This design comes from an exercise in tuning for small area, a short achievable clock period and few clock cycles on the open sky130 flow, not from production work.
RTL that was checked went through simulation tests only; none was proved equivalent to the original.
Power figures rest on the tool's default switching activity, not on a simulated workload.

Setup of 05-25:
==> flow/design.v (excerpt) <==
module key_debounce_repeat_unit #(
  parameter int KEY_COUNT  = KEY_COUNT_DEF,
  parameter int TIMER_BITS = TIMER_BITS_DEF
) (
  input wire logic   clk,
  input wire logic   rst_n,
  input  wire logic                 in_valid,
  output      logic                 in_ready,
  input  wire logic [ACT_W-1:0]     in_action,
  input  wire logic [DATA_W-1:0]    in_pin_levels,
  input  wire logic [DATA_W-1:0]    in_query_mask,
  output      logic                 out_valid,
  input  wire logic                 out_ready,
  output      logic [DATA_W-1:0]    out_selected_keys,
  output      logic [DATA_W-1:0]    out_pending_presses,
  output      logic [DATA_W-1:0]    out_debounced_keys,
  input  wire logic                 cfg_valid,
  output      logic                 cfg_ready,
  input  wire logic [CFG_IDX_W-1:0] cfg_index,
  input  wire logic [DATA_W-1:0]    cfg_data
);
Size in the first run: roughly 340 flip-flops, roughly 210 I/O pins, roughly 16000 sq um of cells after synthesis.
clock: 5.0 ns
lec_check: 0
cap_margin: 20
core_margin: 2
core_utilization: 45
setup_slack_margin: 2.65
slew_margin: 20
standard.sh (not shown) runs the stock make flow with config.mk's settings and CLKGATE_MAP_FILE= SYNTH_SCRIPT=/design/flow/synth_recipe.tcl, a recipe that flattens the netlist after the stock synthesis.
==> flow/flow/run.sh <==
#!/bin/bash
# The standard layout, with two changes: ports are buffered with plain buf_1
# cells (timing repair may upsize them) instead of the delay cells buffer_ports
# picks by default, and clock tree synthesis uses larger sink clusters and
# inserts no dummy loads.
set -euo pipefail
export BUFFER_PORTS_ARGS="-buffer_cell sky130_fd_sc_hd__buf_1"
export CTS_ARGS="-sink_clustering_enable -repair_clock_nets -dont_use_dummy_load -sink_clustering_size 14 -sink_clustering_max_diameter 60 -buf_list {sky130_fd_sc_hd__clkbuf_4 sky130_fd_sc_hd__clkbuf_8 sky130_fd_sc_hd__clkbuf_16}"
bash standard.sh > standard_flow.log 2>&1
Modified inputs, 10-12 compared to 05-25
==> flow/flow/run.sh <==
#!/bin/bash
# The standard layout, with two changes: ports are buffered with plain buf_1
# cells (timing repair may upsize them) instead of the delay cells buffer_ports
# picks by default, and clock tree synthesis uses larger sink clusters and
# inserts no dummy loads.
set -euo pipefail
export BUFFER_PORTS_ARGS="-buffer_cell sky130_fd_sc_hd__buf_1"
export CTS_ARGS="-sink_clustering_enable -repair_clock_nets -dont_use_dummy_load -sink_clustering_size 12 -sink_clustering_max_diameter 50 -buf_list {sky130_fd_sc_hd__clkbuf_8}"
bash standard.sh > standard_flow.log 2>&1
Findings:
- Summary of 10-12 over 05-25: net count of the finished layout has remained practically unchanged; wire length after detailed routing dropped about 0.9%; combinational share of power now larger.
No run of this note included a check of the RTL's function; only the layout flow was run.

---

build 32:
key_debounce_repeat_unit, a different RTL version from the one above (not shown whole).
For scale: roughly 1400 cells after synthesis, about 210 I/O pins, roughly 15000 µm² of cells after synthesis.
Design key_debounce_repeat_unit, start of the top module:
module key_debounce_repeat_unit #(
  parameter int KEY_COUNT  = KEY_COUNT_DEF,
  parameter int TIMER_BITS = TIMER_BITS_DEF
) (
  input wire logic   clk,
  input wire logic   rst_n,
  input  wire logic                 in_valid,
  output      logic                 in_ready,
  input  wire logic [ACT_W-1:0]     in_action,
  input  wire logic [DATA_W-1:0]    in_pin_levels,
  input  wire logic [DATA_W-1:0]    in_query_mask,
  output      logic                 out_valid,
  input  wire logic                 out_ready,
  output      logic [DATA_W-1:0]    out_selected_keys,
  output      logic [DATA_W-1:0]    out_pending_presses,
  output      logic [DATA_W-1:0]    out_debounced_keys,
  input  wire logic                 cfg_valid,
  output      logic                 cfg_ready,
  input  wire logic [CFG_IDX_W-1:0] cfg_index,
  input  wire logic [DATA_W-1:0]    cfg_data
);
  kdr_pkg::kdr_cfg_t cfg;
  logic              fd_one;
  logic              out_v_r;
  logic              acc;
  kdr_cfg_regs u_cfg (
    .clk       (clk),
    .rst_n     (rst_n),
    .cfg_valid (cfg_valid),
    .cfg_ready (cfg_ready),
    .cfg_index (cfg_index),
    .cfg_data  (cfg_data),
    .cfg       (cfg),
    .fd_one    (fd_one)
  );
  assign in_ready = !out_v_r || out_ready;
  assign acc      = in_valid && in_ready;
  kdr_state u_state (
    .clk      (clk),
    .rst_n    (rst_n),
    .acc      (acc),
    .action   (in_action),
    .pins     (in_pin_levels),
    .q        (in_query_mask),
    .cfg      (cfg),
    .fd_one   (fd_one),
    .sel_o    (out_selected_keys),
    .press_o  (out_pending_presses),
    .stable_o (out_debounced_keys)
  );
  always_ff @(posedge clk) begin
    if (!rst_n) begin
      out_v_r <= 1'b0;
    end else if (in_ready) begin
      out_v_r <= in_valid;
    end
  end
  assign out_valid = out_v_r;
endmodule
clock: 5.0 ns
lec_check: 0
cap_margin: 20
core_margin: 2
core_utilization: 45
setup_slack_margin: 2.65
slew_margin: 20
synth_hierarchical: 1
synth_minimum_keep_size: 0
==> flow/flow/run.sh <==
#!/bin/bash
# The standard layout, with two changes: ports are buffered with plain buf_1
# cells (timing repair may upsize them) instead of the delay cells buffer_ports
# picks by default, and clock tree synthesis uses larger sink clusters and
# inserts no dummy loads.
set -euo pipefail
export BUFFER_PORTS_ARGS="-buffer_cell sky130_fd_sc_hd__buf_1"
export CTS_ARGS="-sink_clustering_enable -repair_clock_nets -dont_use_dummy_load -sink_clustering_size 12 -sink_clustering_max_diameter 50 -buf_list {sky130_fd_sc_hd__clkbuf_8}"
bash standard.sh > standard_flow.log 2>&1
Build 32 | stages: all done | timing, DRC, antenna: all pass
#### Input delta (build 83 over build 32)
- SYNTH_HIERARCHICAL removed (was 1)
- SYNTH_MINIMUM_KEEP_SIZE removed (was 0)
==> run summary <==
Between build 83 and build 32, it is build 83 whose switching part of the total is higher, by 0.34 points.
Build 32 vs build 83, cell type of the slowest stage on the worst timing path: sky130_fd_sc_hd__or4b_4 vs sky130_fd_sc_hd__or4_4
Between build 32 and build 83, footprint of the multi-input gates increased.
[compare] base=build 32 new=build 83: utilization down 1.7 points, actual slew at the worst max-slew pin up 0.078 ns.
Timing endpoint of the critical path: u_state.any_r -> build 32, u_state.press_r[14] -> build 83
No functional check of the RTL was part of any run of this note.

---

The RTL this note starts from:
==> flow/design.v <==
`default_nettype none
package kdr_pkg;
  localparam int DATA_W = 32;
  localparam int PARAM_W = 16;
  localparam int ACT_W = 3;
  localparam int CFG_IDX_W = 3;
  localparam int KEY_COUNT_DEF = 32;
  localparam int TIMER_BITS_DEF = 16;
  localparam logic [ACT_W-1:0] ACT_TICK   = 3'd0;
  localparam logic [ACT_W-1:0] ACT_PRESS  = 3'd1;
  localparam logic [ACT_W-1:0] ACT_REPEAT = 3'd2;
  localparam logic [ACT_W-1:0] ACT_SHORT  = 3'd3;
  localparam logic [ACT_W-1:0] ACT_LONG   = 3'd4;
  localparam logic [ACT_W-1:0] ACT_CHORD  = 3'd5;
  localparam logic [CFG_IDX_W-1:0] REG_ENABLED     = 3'd0;
  localparam logic [CFG_IDX_W-1:0] REG_ACTIVE_HIGH = 3'd1;
  localparam logic [CFG_IDX_W-1:0] REG_REPEAT_KEYS = 3'd2;
  localparam logic [CFG_IDX_W-1:0] REG_FIRST_DELAY = 3'd3;
  localparam logic [CFG_IDX_W-1:0] REG_PERIOD      = 3'd4;
  localparam logic [PARAM_W-1:0] FIRST_DELAY_RST = 16'd50;
  localparam logic [PARAM_W-1:0] PERIOD_RST      = 16'd20;
  typedef struct packed {
    logic [DATA_W-1:0]  enabled_keys;
    logic [DATA_W-1:0]  active_high_keys;
    logic [DATA_W-1:0]  repeat_keys;
    logic [PARAM_W-1:0] repeat_first_delay;
    logic [PARAM_W-1:0] repeat_period;
  } kdr_cfg_t;
  typedef struct packed {
    logic [ACT_W-1:0]  action;
    logic [DATA_W-1:0] pin_levels;
    logic [DATA_W-1:0] query_mask;
  } kdr_item_t;
  typedef struct packed {
    logic [DATA_W-1:0] selected_keys;
    logic [DATA_W-1:0] pending_presses;
    logic [DATA_W-1:0] debounced_keys;
  } kdr_res_t;
endpackage
`default_nettype wire
`default_nettype none
import kdr_pkg::*;
module kdr_cfg_regs (
  input  wire logic  clk,
  input  wire logic  rst_n,
  input  wire logic                 cfg_valid,
  output      logic                 cfg_ready,
  input  wire logic [CFG_IDX_W-1:0] cfg_index,
  input  wire logic [DATA_W-1:0]    cfg_data,
  output kdr_pkg::kdr_cfg_t   cfg,
  output      logic                 fd_one     
);
  logic [DATA_W-1:0]  en_r, ah_r, rk_r;
  logic [PARAM_W-1:0] fd_r, per_r;
  logic               fd_one_r;
  logic [DATA_W-1:0]  wd;
  logic [PARAM_W-1:0] wd_fd, wd_per;
  logic               we_en, we_ah, we_rk, we_fd, we_per;
  assign cfg_ready = 1'b1;
  assign wd     = cfg_data & {DATA_W{rst_n}};
  assign wd_fd  = (cfg_data[PARAM_W-1:0] & {PARAM_W{rst_n}}) | (FIRST_DELAY_RST & {PARAM_W{~rst_n}});
  assign wd_per = (cfg_data[PARAM_W-1:0] & {PARAM_W{rst_n}}) | (PERIOD_RST & {PARAM_W{~rst_n}});
  assign we_en  = ~rst_n | (cfg_valid & (cfg_index == REG_ENABLED));
  assign we_ah  = ~rst_n | (cfg_valid & (cfg_index == REG_ACTIVE_HIGH));
  assign we_rk  = ~rst_n | (cfg_valid & (cfg_index == REG_REPEAT_KEYS));
  assign we_fd  = ~rst_n | (cfg_valid & (cfg_index == REG_FIRST_DELAY));
  assign we_per = ~rst_n | (cfg_valid & (cfg_index == REG_PERIOD));
  always_ff @(posedge clk) begin
    if (we_en)  en_r  <= wd;
    if (we_ah)  ah_r  <= wd;
    if (we_rk)  rk_r  <= wd;
    if (we_fd)  fd_r  <= wd_fd;
    if (we_fd)  fd_one_r <= (wd_fd == PARAM_W'(1));
    if (we_per) per_r <= wd_per;
  end
  assign fd_one                 = fd_one_r;
  assign cfg.enabled_keys       = en_r;
  assign cfg.active_high_keys   = ah_r;
  assign cfg.repeat_keys        = rk_r;
  assign cfg.repeat_first_delay = fd_r;
  assign cfg.repeat_period      = per_r;
endmodule
`default_nettype wire
`default_nettype none
import kdr_pkg::*;
module kdr_state (
  input  wire logic                 clk,
  input  wire logic                 rst_n,
  input  wire logic                 acc,
  input  wire logic [ACT_W-1:0]     action,
  input  wire logic [DATA_W-1:0]    pins,
  input  wire logic [DATA_W-1:0]    q,
  input  wire kdr_pkg::kdr_cfg_t    cfg,
  input  wire logic                 fd_one,    
  output      logic [DATA_W-1:0]    sel_o,
  output      logic [DATA_W-1:0]    press_o,
  output      logic [DATA_W-1:0]    stable_o
);
  logic [DATA_W-1:0]  press_r, stable_r, rep_r, cnt_a_r, cnt_b_r, sel_r;
  logic [PARAM_W-1:0] tmr_r;
  logic               tpend_r;
  logic [DATA_W-1:0] en, ah, rk;
  assign en = cfg.enabled_keys;
  assign ah = cfg.active_high_keys;
  assign rk = cfg.repeat_keys;
  logic                any_rk;
  logic                rep_fire;
  logic [PARAM_W-1:0]  tmr_any, tmr_none;
  assign any_rk   = |(stable_r & rk);
  assign tmr_any  = (tmr_r == PARAM_W'(1)) ? cfg.repeat_period : tmr_r - 1'b1;
  assign tmr_none = fd_one ? cfg.repeat_period
                                                            : cfg.repeat_first_delay - 1'b1;
  assign rep_fire = tpend_r && (tmr_r == PARAM_W'(1));
  logic d_tick, d_press, d_rep, d_short, d_long, d_chord, chord_ok;
  assign d_tick  = (action == ACT_TICK);
  assign d_press = (action == ACT_PRESS);
  assign d_rep   = (action == ACT_REPEAT);
  assign d_short = (action == ACT_SHORT);
  assign d_long  = (action == ACT_LONG);
  assign d_chord = (action == ACT_CHORD);
  assign chord_ok = &(press_r | ~q);
  logic t_run;       
  logic t_hold;      
  logic s_all;       
  logic c_rep;       
  assign t_run   = acc & d_tick & rst_n;
  assign t_hold  = ~(acc & d_tick) & rst_n;
  assign s_all   = d_press | (d_chord & chord_ok);
  assign c_rep   = acc & (d_rep | d_long);
  logic [DATA_W-1:0] lvl, dis, tg, reff, psel, sel;
  assign lvl  = ~(pins ^ ah);                             
  assign dis  = {DATA_W{t_run}} & en & (stable_r ^ lvl);   
  assign tg   = dis & cnt_b_r & ~cnt_a_r;                 
  assign reff = rep_r | ({DATA_W{rep_fire}} & stable_r & rk);
  assign psel = q & press_r & ({DATA_W{s_all}} | ({DATA_W{d_short}} & ~stable_r) |
                               ({DATA_W{d_long}} & reff));
  assign sel  = (q & reff & {DATA_W{d_rep}}) | psel;
  always_ff @(posedge clk) begin
    cnt_a_r  <= (dis & ~cnt_b_r) | ({DATA_W{t_hold}} & cnt_a_r);
    cnt_b_r  <= (dis & cnt_a_r)  | ({DATA_W{t_hold}} & cnt_b_r);
    stable_r <= (stable_r & {DATA_W{rst_n}}) ^ tg;
    press_r  <= (press_r & ~(psel & {DATA_W{acc}}) & {DATA_W{rst_n}}) | (tg & lvl);
    rep_r    <= reff & ~(q & {DATA_W{c_rep}}) & {DATA_W{rst_n}};
  end
  always_ff @(posedge clk) begin
    if (!rst_n) begin
      tmr_r   <= '0;
      tpend_r <= 1'b0;
    end else begin
      tpend_r <= acc && d_tick;
      if (tpend_r) begin
        tmr_r <= any_rk ? tmr_any : tmr_none;
      end
    end
  end
  always_ff @(posedge clk) begin
    if (acc) begin
      sel_r <= sel;
    end
  end
  assign sel_o    = sel_r;
  assign press_o  = press_r;
  assign stable_o = stable_r;
endmodule
`default_nettype wire
`default_nettype none
import kdr_pkg::*;
module key_debounce_repeat_unit #(
  parameter int KEY_COUNT  = KEY_COUNT_DEF,
  parameter int TIMER_BITS = TIMER_BITS_DEF
) (
  input wire logic   clk,
  input wire logic   rst_n,
  input  wire logic                 in_valid,
  output      logic                 in_ready,
  input  wire logic [ACT_W-1:0]     in_action,
  input  wire logic [DATA_W-1:0]    in_pin_levels,
  input  wire logic [DATA_W-1:0]    in_query_mask,
  output      logic                 out_valid,
  input  wire logic                 out_ready,
  output      logic [DATA_W-1:0]    out_selected_keys,
  output      logic [DATA_W-1:0]    out_pending_presses,
  output      logic [DATA_W-1:0]    out_debounced_keys,
  input  wire logic                 cfg_valid,
  output      logic                 cfg_ready,
  input  wire logic [CFG_IDX_W-1:0] cfg_index,
  input  wire logic [DATA_W-1:0]    cfg_data
);
  kdr_pkg::kdr_cfg_t cfg;
  logic              fd_one;
  logic              out_v_r;
  logic              acc;
  kdr_cfg_regs u_cfg (
    .clk       (clk),
    .rst_n     (rst_n),
    .cfg_valid (cfg_valid),
    .cfg_ready (cfg_ready),
    .cfg_index (cfg_index),
    .cfg_data  (cfg_data),
    .cfg       (cfg),
    .fd_one    (fd_one)
  );
  assign in_ready = !out_v_r || out_ready;
  assign acc      = in_valid && in_ready;
  kdr_state u_state (
    .clk      (clk),
    .rst_n    (rst_n),
    .acc      (acc),
    .action   (in_action),
    .pins     (in_pin_levels),
    .q        (in_query_mask),
    .cfg      (cfg),
    .fd_one   (fd_one),
    .sel_o    (out_selected_keys),
    .press_o  (out_pending_presses),
    .stable_o (out_debounced_keys)
  );
  always_ff @(posedge clk) begin
    if (!rst_n) begin
      out_v_r <= 1'b0;
    end else if (in_ready) begin
      out_v_r <= in_valid;
    end
  end
  assign out_valid = out_v_r;
endmodule
`default_nettype wire
==> flow/config.mk <==
export PLATFORM = sky130hd
export DESIGN_NAME = key_debounce_repeat_unit
export DESIGN_NICKNAME = key_debounce_repeat_unit
export VERILOG_FILES = /design/flow/design.v
export SDC_FILE = /design/flow/constraint.sdc
export NUM_CORES = 4
export LEC_CHECK = 0
export CAP_MARGIN = 20
export CORE_MARGIN = 2
export CORE_UTILIZATION = 45
export SETUP_SLACK_MARGIN = 2.65
export SLEW_MARGIN = 20
==> flow/constraint.sdc <==
create_clock -name core_clock -period 5.0 [get_ports {clk}]
set_input_delay 1.0000 -clock core_clock [delete_from_list [all_inputs] [get_ports {clk}]]
set_output_delay 1.0000 -clock core_clock [all_outputs]
set_load 0.01 [all_outputs]
==> flow/flow/run.sh <==
#!/bin/bash
# The standard layout, with two changes: ports are buffered with plain buf_1
# cells (timing repair may upsize them) instead of the delay cells buffer_ports
# picks by default, and clock tree synthesis uses larger sink clusters and
# inserts no dummy loads.
set -euo pipefail
export BUFFER_PORTS_ARGS="-buffer_cell sky130_fd_sc_hd__buf_1"
export CTS_ARGS="-sink_clustering_enable -repair_clock_nets -dont_use_dummy_load -sink_clustering_size 8 -sink_clustering_max_diameter 40 -buf_list {sky130_fd_sc_hd__clkbuf_4}"
bash standard.sh > standard_flow.log 2>&1
Testbench counts at the start, summed over its fixed seeds: cycles 24,131.
Rerun with:
--- a/flow/flow/run.sh
+++ b/flow/flow/run.sh
@@ -6,4 +6,4 @@
 set -euo pipefail
 export BUFFER_PORTS_ARGS="-buffer_cell sky130_fd_sc_hd__buf_1"
-export CTS_ARGS="-sink_clustering_enable -repair_clock_nets -dont_use_dummy_load -sink_clustering_size 8 -sink_clustering_max_diameter 40 -buf_list {sky130_fd_sc_hd__clkbuf_4}"
+export CTS_ARGS="-sink_clustering_enable -repair_clock_nets -dont_use_dummy_load -sink_clustering_size 12 -sink_clustering_max_diameter 50 -buf_list {sky130_fd_sc_hd__clkbuf_8}"
 bash standard.sh > standard_flow.log 2>&1
Result:
- wire length went up by 0.43%
- final area rose by 0.72%
- cell count went down by 1.4%
- setup slack is better by 0.0042 ns
- die area stays the same
- worst hold slack is better by 0.027 ns
- clock power goes up by about 10%
- clock-buffer cell count is lower by 16
- maximum frequency barely changes
- power increases by 5.2%
- core utilization went up by 0.39 points
Rerun with:
--- a/flow/flow/run.sh
+++ b/flow/flow/run.sh
@@ -6,4 +6,4 @@
 set -euo pipefail
 export BUFFER_PORTS_ARGS="-buffer_cell sky130_fd_sc_hd__buf_1"
-export CTS_ARGS="-sink_clustering_enable -repair_clock_nets -dont_use_dummy_load -sink_clustering_size 12 -sink_clustering_max_diameter 50 -buf_list {sky130_fd_sc_hd__clkbuf_8}"
+export CTS_ARGS="-sink_clustering_enable -repair_clock_nets -dont_use_dummy_load -sink_clustering_size 16 -sink_clustering_max_diameter 60 -buf_list {sky130_fd_sc_hd__clkbuf_8}"
 bash standard.sh > standard_flow.log 2>&1
Effect: The new run passed the timing, DRC and antenna checks; critical path depth is unchanged; final area fell by 0.82%; worst setup slack is worse by 0.023 ns; core utilization came out lower by 0.44 points; area after synthesis does not change; via count went down by 0.33%; global-route usage went up by 0.22 points; wire length is higher by about 1.4%; total power went down by 3.6%; die area is unchanged.
Rerun with:
--- a/flow/flow/run.sh
+++ b/flow/flow/run.sh
@@ -6,4 +6,5 @@
 set -euo pipefail
 export BUFFER_PORTS_ARGS="-buffer_cell sky130_fd_sc_hd__buf_1"
-export CTS_ARGS="-sink_clustering_enable -repair_clock_nets -dont_use_dummy_load -sink_clustering_size 16 -sink_clustering_max_diameter 60 -buf_list {sky130_fd_sc_hd__clkbuf_8}"
+export CTS_ARGS="-sink_clustering_enable -repair_clock_nets -dont_use_dummy_load -sink_clustering_size 12 -sink_clustering_max_diameter 50 -buf_list {sky130_fd_sc_hd__clkbuf_8}"
+export RECOVER_POWER=100
 bash standard.sh > standard_flow.log 2>&1
The changed run completed and failed the layout checks on capacitance limit, slew limit; sequential cell count is unchanged; worst setup slack gets worse by 1.2 ns; utilization is lower by 0.81 points; cell area is lower by 1.5%; clock skew is lower by 0.0067 ns; wire length is lower by 1.1%; synthesized area is unchanged; fmax is lower by 33%.

## port drivers added, routing unchanged
How much do the figures lean on ideal ports? The routed layouts below were timed once more, with nothing changed but the port constraints.
Step 1 (the two cells are an assumption about what drives the block):
set clk [get_ports {clk}]
set_driving_cell -lib_cell sky130_fd_sc_hd__clkbuf_16 $clk
set_driving_cell -lib_cell sky130_fd_sc_hd__buf_2 [delete_from_list [all_inputs] $clk]
Step 2 moves the port delays by t, midway between the first and last clock arrival at a register: inputs arrive t later, outputs are due t later. That takes back most of the time a late clock gives input paths.
Three values: no drivers, after step 1, after step 2; two values: the first two.
| run | shift t [ns] | slack for setup (ns) | hold WS [ns] | worst data-port slew with drivers (ns) | pins driven straight from the clock port |
|---|---|---|---|---|---|
| 05-25 | 0.604 | 2.674 / 2.659 / 2.057 | 0.469 / 0.469 / 0.469 | 0.09 | 1 |
| 10-12 | 0.591 | 2.612 / 2.623 / 2.032 | 0.468 / 0.468 / 0.468 | 0.09 | 1 |
| build 32 | 0.581 | 1.933 / 1.958 / 1.378 | 0.446 / 0.446 / 0.446 | 0.10 | 1 |
| build 83 | 0.590 | 2.364 / 2.375 / 1.786 | 0.466 / 0.466 / 0.466 | 0.13 | 1 |
| the first run of note 3 | 0.770 | 2.640 / 2.592 / 1.891 | 0.433 / 0.433 / 0.433 | 0.09 | 1 |
| the second run of note 3 | 0.592 | 2.644 / 2.619 / 2.067 | 0.459 / 0.459 / 0.459 | 0.08 | 1 |
| the third run of note 3 | 0.657 | 2.621 / 2.638 / 1.984 | 0.459 / 0.459 / 0.459 | 0.08 | 1 |
| the fourth run of note 3 | 0.593 | 1.449 / 1.476 / 0.883 | 0.454 / 0.454 / 0.454 | 0.08 | 1 |
For the first run of note 3, which loses most, drivers alone change the setup slack by -0.048 ns; drivers and shift together by -0.749 ns.
